What follows belongs to an exercise in optimizing a design on an open flow for small area; a production flow would make more cautious choices.
In this exercise RTL edits were held to simulation tests only and were not proved equivalent to the original.
Power figures rest on the tool's default switching activity, not on a simulated workload. No driver is modelled on the clock port, so clocking that relies on it looks cheaper here than on a real chip.

==> flow/design.v (excerpt) <==
module tile_stats_accum #(
    parameter int PIX_WIDTH   = 8,
    parameter int IMG_WIDTH   = 640,
    parameter int IMG_HEIGHT  = 480,
    parameter int TILE_WIDTH  = 16,
    parameter int TILE_HEIGHT = 16,
    localparam int TX_W = $clog2(IMG_WIDTH / TILE_WIDTH),
    localparam int TY_W = $clog2(IMG_HEIGHT / TILE_HEIGHT)
) (
    input  logic                 iClk,
    input  logic                 iRst,
    input  logic                 iValid,
    input  logic                 iSof,
    input  logic [PIX_WIDTH-1:0] iData,
    output logic                 oValid,
    output logic [TX_W-1:0]      oTileX,
    output logic [TY_W-1:0]      oTileY,
    output logic [PIX_WIDTH-1:0] oMean,
    output logic [PIX_WIDTH-1:0] oMin,
    output logic [PIX_WIDTH-1:0] oMax,
    output logic                 oFrameDone
);
    localparam int TILES_X = IMG_WIDTH / TILE_WIDTH;
    localparam int TILES_Y = IMG_HEIGHT / TILE_HEIGHT;
    localparam int LXW     = $clog2(TILE_WIDTH);
    localparam int LYW     = $clog2(TILE_HEIGHT);
    localparam int AREA_W  = $clog2(TILE_WIDTH * TILE_HEIGHT);
    localparam int SUM_W   = PIX_WIDTH + AREA_W;
    localparam int ENT_W   = SUM_W + 2 * PIX_WIDTH;
    logic [LXW-1:0]  lx, eLx;
    logic [LYW-1:0]  ly, eLy;
    logic [TX_W-1:0] col, eCol;
    logic [TY_W-1:0] row, eRow;
    logic            sof, runEnd, lineEnd, tileRowEnd, frameEnd;
  ...
clock: 8.0 ns
lec_check: 0
cap_margin: 20
core_margin: 2
core_utilization: 75
place_density: 0.88
slew_margin: 20
standard.sh (not shown) runs the stock make flow with config.mk's settings and CLKGATE_MAP_FILE= SYNTH_SCRIPT=/design/flow/synth_recipe.tcl, a recipe that flattens the netlist after the stock synthesis.
==> flow/flow/run.sh <==
#!/bin/bash
# The standard layout with these changes to how it is built:
# - after the standard synthesis, its combinational logic is mapped again for
#   area with a few ABC scripts (flow/abc_*.abc), and the smallest result is
#   kept; every register stays the instance the standard synthesis made, with
#   its name, cell type and connections;
# - the port buffers are made from the smallest buffer cell instead of the one
#   buffer_ports picks by itself (every port still gets a buffer);
# - clock tree synthesis adds no dummy loads to balance the tree.
# Each tool run writes its full output to a log of its own in this folder.
set -euo pipefail
export BUFFER_PORTS_ARGS="-buffer_cell sky130_fd_sc_hd__buf_1"
export CTS_ARGS="-sink_clustering_enable -repair_clock_nets -sink_clustering_size 36 -sink_clustering_max_diameter 70 -buf_list sky130_fd_sc_hd__clkbuf_16 -dont_use_dummy_load"

res=orfs/results/$FLOW_PLATFORM/tile_stats_accum/base
plat=$FLOW_HOME/platforms/$FLOW_PLATFORM
lib=$plat/lib/sky130_fd_sc_hd__tt_025C_1v80.lib
yosys_bin=$FLOW_HOME/../tools/install/yosys/bin/yosys
[[ -x $yosys_bin ]] || yosys_bin=yosys

bash standard.sh synth > standard_synth.log 2>&1
cp $res/1_2_yosys.v standard_synth.v

# Cells the platform marks don't-use stay out of the new mapping.
dont_use=$(sed -n '/DONT_USE_CELLS += /,/^#/p' $plat/config.mk | grep -o 'sky130_fd_sc_hd__[a-z0-9_]*' | sed 's/^/-dont_use /' | tr '\n' ' ')
# Sequential cells stay black boxes, so no register is touched.
seq=$(grep -oE '^\s*sky130_fd_sc_hd__[a-z0-9_]+' standard_synth.v | sort -u | grep -E '__(df|edf|sdf|sedf|dl)' | tr '\n' ' ')

best=standard_synth.v
best_area=
for script in flow/abc_*.abc; do
  for pre in plain generic; do
    name=resyn_$(basename $script .abc)_$pre
    if [[ $pre == generic ]]; then
      first="abc -g AND,NAND,OR,NOR,XOR,XNOR,MUX
opt -fast"
    else
      first=""
    fi
    cat > $name.ys <<EOF
read_liberty -ignore_miss_func $lib
read_verilog standard_synth.v
hierarchy -top $FLOW_TOP
blackbox $seq
flatten
hierarchy -top $FLOW_TOP
techmap
opt -fast
$first
abc -liberty $lib $dont_use -script $script
opt_clean
stat -liberty $lib
write_verilog -noattr -noexpr -nohex -nodec $name.v
EOF
    if $yosys_bin -p "script $name.ys" > $name.log 2>&1; then
      area=$(grep 'Chip area' $name.log | tail -1 | awk '{print $NF}')
      echo "$name $area" >> resyn_areas.txt
      if [[ -z $best_area ]] || awk "BEGIN {exit !($area < $best_area)}"; then
        best=$name.v
        best_area=$area
      fi
    fi
  done
done
echo "kept $best $best_area" >> resyn_areas.txt

cp $best $res/1_2_yosys.v
rm -f $res/1_synth.odb $res/1_synth.sdc
bash standard.sh > standard_flow.log 2>&1
Other scripts of this flow, unchanged in this note and not shown: flow/flow/abc_a.abc, flow/flow/abc_b.abc, flow/flow/abc_c.abc, flow/flow/abc_d.abc
The first run went through all stages and came out clean.
Change:
--- a/flow/flow/run.sh
+++ b/flow/flow/run.sh
@@ -11,5 +11,5 @@
 set -euo pipefail
 export BUFFER_PORTS_ARGS="-buffer_cell sky130_fd_sc_hd__buf_1"
-export CTS_ARGS="-sink_clustering_enable -repair_clock_nets -sink_clustering_size 36 -sink_clustering_max_diameter 70 -buf_list sky130_fd_sc_hd__clkbuf_16 -dont_use_dummy_load"
+export CTS_ARGS="-sink_clustering_enable -repair_clock_nets -sink_clustering_size 34 -sink_clustering_max_diameter 80 -buf_list sky130_fd_sc_hd__clkbuf_16 -dont_use_dummy_load"
 
 res=orfs/results/$FLOW_PLATFORM/tile_stats_accum/base
==> flow/flow/abc_e.abc (new file) <==
strash
dch -f
map -a
mfs2
strash
dch -f
map -a
mfs2
strash
dch -f
map -a
mfs2
strash
dch -f
map -a
topo
==> flow/flow/abc_f.abc (new file) <==
strash
dc2
dch -f
map -a
mfs2
strash
dc2
dch -f
map -a
topo
==> flow/flow/abc_g.abc (new file) <==
strash
dch -f
map -a
mfs2
strash
dch -f
amap
mfs2
strash
dch -f
map -a
topo
--- a/flow/config.mk
+++ b/flow/config.mk
@@ -8,5 +8,5 @@
 export CAP_MARGIN = 20
 export CORE_MARGIN = 2
-export CORE_UTILIZATION = 75
-export PLACE_DENSITY = 0.88
+export CORE_UTILIZATION = 80
+export PLACE_DENSITY = 0.9
 export SLEW_MARGIN = 20
Result: Utilization is higher by 4.4 points. Final area is lower by about 0.56%. Wire length is higher by 6.0%. Synthesized area is about the same. Power barely changes. Critical path depth is higher by 2. Die area is lower by 6.2%. Count of clock-buffer cells in the layout is lower by 1. Sequential power is about the same. Via count is higher by 1.1%. Sequential share of layout area is higher by 0.38 points.
Change:
--- a/flow/config.mk
+++ b/flow/config.mk
@@ -8,5 +8,5 @@
 export CAP_MARGIN = 20
 export CORE_MARGIN = 2
-export CORE_UTILIZATION = 80
-export PLACE_DENSITY = 0.9
+export CORE_UTILIZATION = 65
+export PLACE_DENSITY = 0.8
 export SLEW_MARGIN = 20
removed: flow/flow/abc_e.abc
removed: flow/flow/abc_f.abc
removed: flow/flow/abc_g.abc
Effect: Final cell count increases by 4.3%. First-iteration DRC count went down by 5.4%. Count of clock-buffer cells in the layout stays the same. Core utilization falls by 15 points. Routed wire length falls by 11%. Die area rose by 23%. Clock power is about the same. Global-route usage shrinks by 8.0 points. Sequential share of layout area decreases by 0.48 points. Final area rises by 0.72%.
Change:
--- a/flow/flow/run.sh
+++ b/flow/flow/run.sh
@@ -11,5 +11,5 @@
 set -euo pipefail
 export BUFFER_PORTS_ARGS="-buffer_cell sky130_fd_sc_hd__buf_1"
-export CTS_ARGS="-sink_clustering_enable -repair_clock_nets -sink_clustering_size 34 -sink_clustering_max_diameter 80 -buf_list sky130_fd_sc_hd__clkbuf_16 -dont_use_dummy_load"
+export CTS_ARGS="-sink_clustering_enable -repair_clock_nets -sink_clustering_size 35 -sink_clustering_max_diameter 75 -buf_list sky130_fd_sc_hd__clkbuf_16 -dont_use_dummy_load"
 
 res=orfs/results/$FLOW_PLATFORM/tile_stats_accum/base
==> flow/flow/abc_e.abc (new file) <==
strash
dch -f
map -a
mfs2
strash
dch -f
map -a
mfs2
strash
dch -f
map -a
mfs2
strash
dch -f
map -a
topo
==> flow/flow/abc_f.abc (new file) <==
strash
dc2
dch -f
map -a
mfs2
strash
dc2
dch -f
map -a
topo
==> flow/flow/abc_g.abc (new file) <==
strash
dch -f
map -a
mfs2
strash
dch -f
amap
mfs2
strash
dch -f
map -a
topo
--- a/flow/config.mk
+++ b/flow/config.mk
@@ -8,5 +8,5 @@
 export CAP_MARGIN = 20
 export CORE_MARGIN = 2
-export CORE_UTILIZATION = 65
-export PLACE_DENSITY = 0.8
+export CORE_UTILIZATION = 70
+export PLACE_DENSITY = 0.85
 export SLEW_MARGIN = 20
Effect: Sequential power stays flat; first-iteration DRC count shrinks by 6.8%; maximum frequency grows by 11%; die area shrinks by 7.1%; area after synthesis barely changes; global-route usage grows by 2.3 points; final cell count shrinks by 2.0%; design area hardly moves; worst hold slack is worse by 0.040 ns; register-to-register slack is better by 0.10 ns.
Change:
--- a/flow/flow/run.sh
+++ b/flow/flow/run.sh
@@ -11,5 +11,5 @@
 set -euo pipefail
 export BUFFER_PORTS_ARGS="-buffer_cell sky130_fd_sc_hd__buf_1"
-export CTS_ARGS="-sink_clustering_enable -repair_clock_nets -sink_clustering_size 35 -sink_clustering_max_diameter 75 -buf_list sky130_fd_sc_hd__clkbuf_16 -dont_use_dummy_load"
+export CTS_ARGS="-sink_clustering_enable -repair_clock_nets -sink_clustering_size 34 -sink_clustering_max_diameter 80 -buf_list sky130_fd_sc_hd__clkbuf_16 -dont_use_dummy_load"
 
 res=orfs/results/$FLOW_PLATFORM/tile_stats_accum/base
=> The changed run completed with no timing, DRC or antenna violations; design area hardly moves; wire length rises by about 1%; utilization barely changes; synthesized area does not change; clock power stays flat; hold slack improves by 0.020 ns.

* * *

## v6
Another version of the RTL of tile_stats_accum (not shown whole).
Size in the first run: ~3400 cells after synthesis, about 1300 flip-flops, about 40000 sq um of cells after synthesis.
==> flow/design.v (excerpt) <==
module tile_stats_accum #(
    parameter int PIX_WIDTH   = 8,
    parameter int IMG_WIDTH   = 640,
    parameter int IMG_HEIGHT  = 480,
    parameter int TILE_WIDTH  = 16,
    parameter int TILE_HEIGHT = 16,
    localparam int TX_W = $clog2(IMG_WIDTH / TILE_WIDTH),
    localparam int TY_W = $clog2(IMG_HEIGHT / TILE_HEIGHT)
) (
    input  logic                 iClk,
    input  logic                 iRst,
    input  logic                 iValid,
    input  logic                 iSof,
    input  logic [PIX_WIDTH-1:0] iData,
    output logic                 oValid,
    output logic [TX_W-1:0]      oTileX,
    output logic [TY_W-1:0]      oTileY,
    output logic [PIX_WIDTH-1:0] oMean,
    output logic [PIX_WIDTH-1:0] oMin,
    output logic [PIX_WIDTH-1:0] oMax,
    output logic                 oFrameDone
);
    localparam int TILES_X = IMG_WIDTH / TILE_WIDTH;
    localparam int TILES_Y = IMG_HEIGHT / TILE_HEIGHT;
    localparam int LXW     = $clog2(TILE_WIDTH);
    localparam int LYW     = $clog2(TILE_HEIGHT);
    localparam int AREA_W  = $clog2(TILE_WIDTH * TILE_HEIGHT);
    localparam int SUM_W   = PIX_WIDTH + AREA_W;
    localparam int ENT_W   = SUM_W + 2 * PIX_WIDTH;
    logic [LXW-1:0]  lx, eLx;
    logic [LYW-1:0]  ly, eLy;
    logic [TX_W-1:0] col, eCol;
    logic [TY_W-1:0] row, eRow;
    logic            sof, runEnd, lineEnd, tileRowEnd, frameEnd;
    logic            tileFirst, tileLast;
    assign sof  = iValid && iSof;
    assign eLx  = sof ? '0 : lx;
    assign eLy  = sof ? '0 : ly;
    assign eCol = sof ? '0 : col;
    assign eRow = sof ? '0 : row;
    assign runEnd     = &eLx;
  ...
Settings: LEC_CHECK=0, CAP_MARGIN=20, CORE_MARGIN=2, CORE_UTILIZATION=65, CTS_BUF_LIST=sky130_fd_sc_hd__clkbuf_16, CTS_CLUSTER_DIAMETER=120, CTS_CLUSTER_SIZE=33, SLEW_MARGIN=20; clock period 8.0 ns.
==> flow/flow/run.sh <==
#!/bin/bash
# The standard layout, with the port buffers made from the smallest buffer cell
# instead of the one buffer_ports picks by itself. Every port still gets a buffer.
set -euo pipefail
export BUFFER_PORTS_ARGS="-buffer_cell sky130_fd_sc_hd__buf_1"
bash standard.sh > standard_flow.log 2>&1
Setup changes, v6 to v7
- CTS_CLUSTER_SIZE now 30, was 33
- CTS_CLUSTER_DIAMETER now 100, was 120
- CORE_UTILIZATION now 40, was 65
==> flow/flow/run.sh <==
#!/bin/bash
# The standard layout with these changes to how it is built:
# - after the standard synthesis, its combinational logic is mapped again for
#   area (flow/area.abc); every register stays the instance the standard
#   synthesis made, with its name, cell type and connections;
# - the port buffers are made from the smallest buffer cell instead of the one
#   buffer_ports picks by itself (every port still gets a buffer);
# - clock tree synthesis adds no dummy loads to balance the tree.
# Each tool writes its full output to a log of its own in this folder.
set -euo pipefail
export BUFFER_PORTS_ARGS="-buffer_cell sky130_fd_sc_hd__buf_1"
export CTS_ARGS="-sink_clustering_enable -repair_clock_nets -sink_clustering_size 30 -sink_clustering_max_diameter 100 -buf_list sky130_fd_sc_hd__clkbuf_16 -dont_use_dummy_load"

res=orfs/results/$FLOW_PLATFORM/tile_stats_accum/base
plat=$FLOW_HOME/platforms/$FLOW_PLATFORM
lib=$plat/lib/sky130_fd_sc_hd__tt_025C_1v80.lib
yosys_bin=$FLOW_HOME/../tools/install/yosys/bin/yosys
[[ -x $yosys_bin ]] || yosys_bin=yosys

bash standard.sh synth > standard_synth.log 2>&1
cp $res/1_2_yosys.v standard_synth.v

# Cells the platform marks don't-use stay out of the new mapping.
dont_use=$(sed -n '/DONT_USE_CELLS += /,/^#/p' $plat/config.mk | grep -o 'sky130_fd_sc_hd__[a-z0-9_]*' | sed 's/^/-dont_use /' | tr '\n' ' ')
# Sequential cells stay black boxes, so no register is touched.
seq=$(grep -oE '^\s*sky130_fd_sc_hd__[a-z0-9_]+' standard_synth.v | sort -u | grep -E '__(df|edf|sdf|sedf|dl)' | tr '\n' ' ')
cat > resyn.ys <<EOF
read_liberty -ignore_miss_func $lib
read_verilog standard_synth.v
hierarchy -top $FLOW_TOP
blackbox $seq
flatten
hierarchy -top $FLOW_TOP
techmap
opt -fast
abc -liberty $lib $dont_use -script flow/area.abc
opt_clean
stat -liberty $lib
write_verilog -noattr -noexpr -nohex -nodec resyn.v
EOF
$yosys_bin -p "script resyn.ys" > resyn_yosys.log 2>&1

cp resyn.v $res/1_2_yosys.v
rm -f $res/1_synth.odb $res/1_synth.sdc
bash standard.sh > standard_flow.log 2>&1
==> flow/flow/area.abc (new file) <==
strash
dch -f
map -a
mfs2
strash
dch -f
map -a
topo
==> run summary <==
| placed standard-cell area | v7 vs v6 | ≈ equal |. Taking v6 over v7, the die span in y ratio works out to 0.807. Relative to v6, v7 degrades time the final worst path needs with I/O delays and setup. v6 and v7 ended up with roughly the same clock transition at the registers of the reported paths. Count of clock-net buffers in the final layout ends up lower on v6. Max sequential power across v6 and v7: v7. Comparing v6 and v7, the higher actual slew at the worst max-slew pin is on v7.

## afterwards: timing with drivers on the ports
Ports are ideal in the flow. The routed layouts listed here were re-timed in OpenROAD.
Step 1 sets driving cells, clkbuf_16 on the clock port and buf_2 on the other inputs (assumed; they add their load-dependent delay and slew).
Step 2 adds t to the input delays and takes it off the output delays; t is the mean of the earliest and latest rising clock arrival at the registers after step 1. Input paths then give back, and output paths get back, about the clock's delay inside the block.
Slacks: ideal / step 1 / step 2; pairs: ideal / step 1.
run	t (ns)	slack for setup (ns)	worst data-port slew with drivers (ns)
the first run of note 1	0.670	0.674 / 0.671 / 0.001	0.06
the second run of note 1	0.672	1.279 / 1.317 / 0.645	0.10
the third run of note 1	0.667	0.756 / 0.786 / 0.118	0.13
the fourth run of note 1	0.666	1.489 / 1.518 / 0.852	0.11
the fifth run of note 1	0.682	1.459 / 1.492 / 0.810	0.10
v6	0.682	3.312 / 3.351 / 2.668	0.03
v7	0.681	2.523 / 2.559 / 1.878	0.13
After both steps every run listed still meets setup and hold. For the first run of note 1, which loses most, drivers alone change the setup slack by -0.003 ns; drivers and shift together by -0.673 ns.
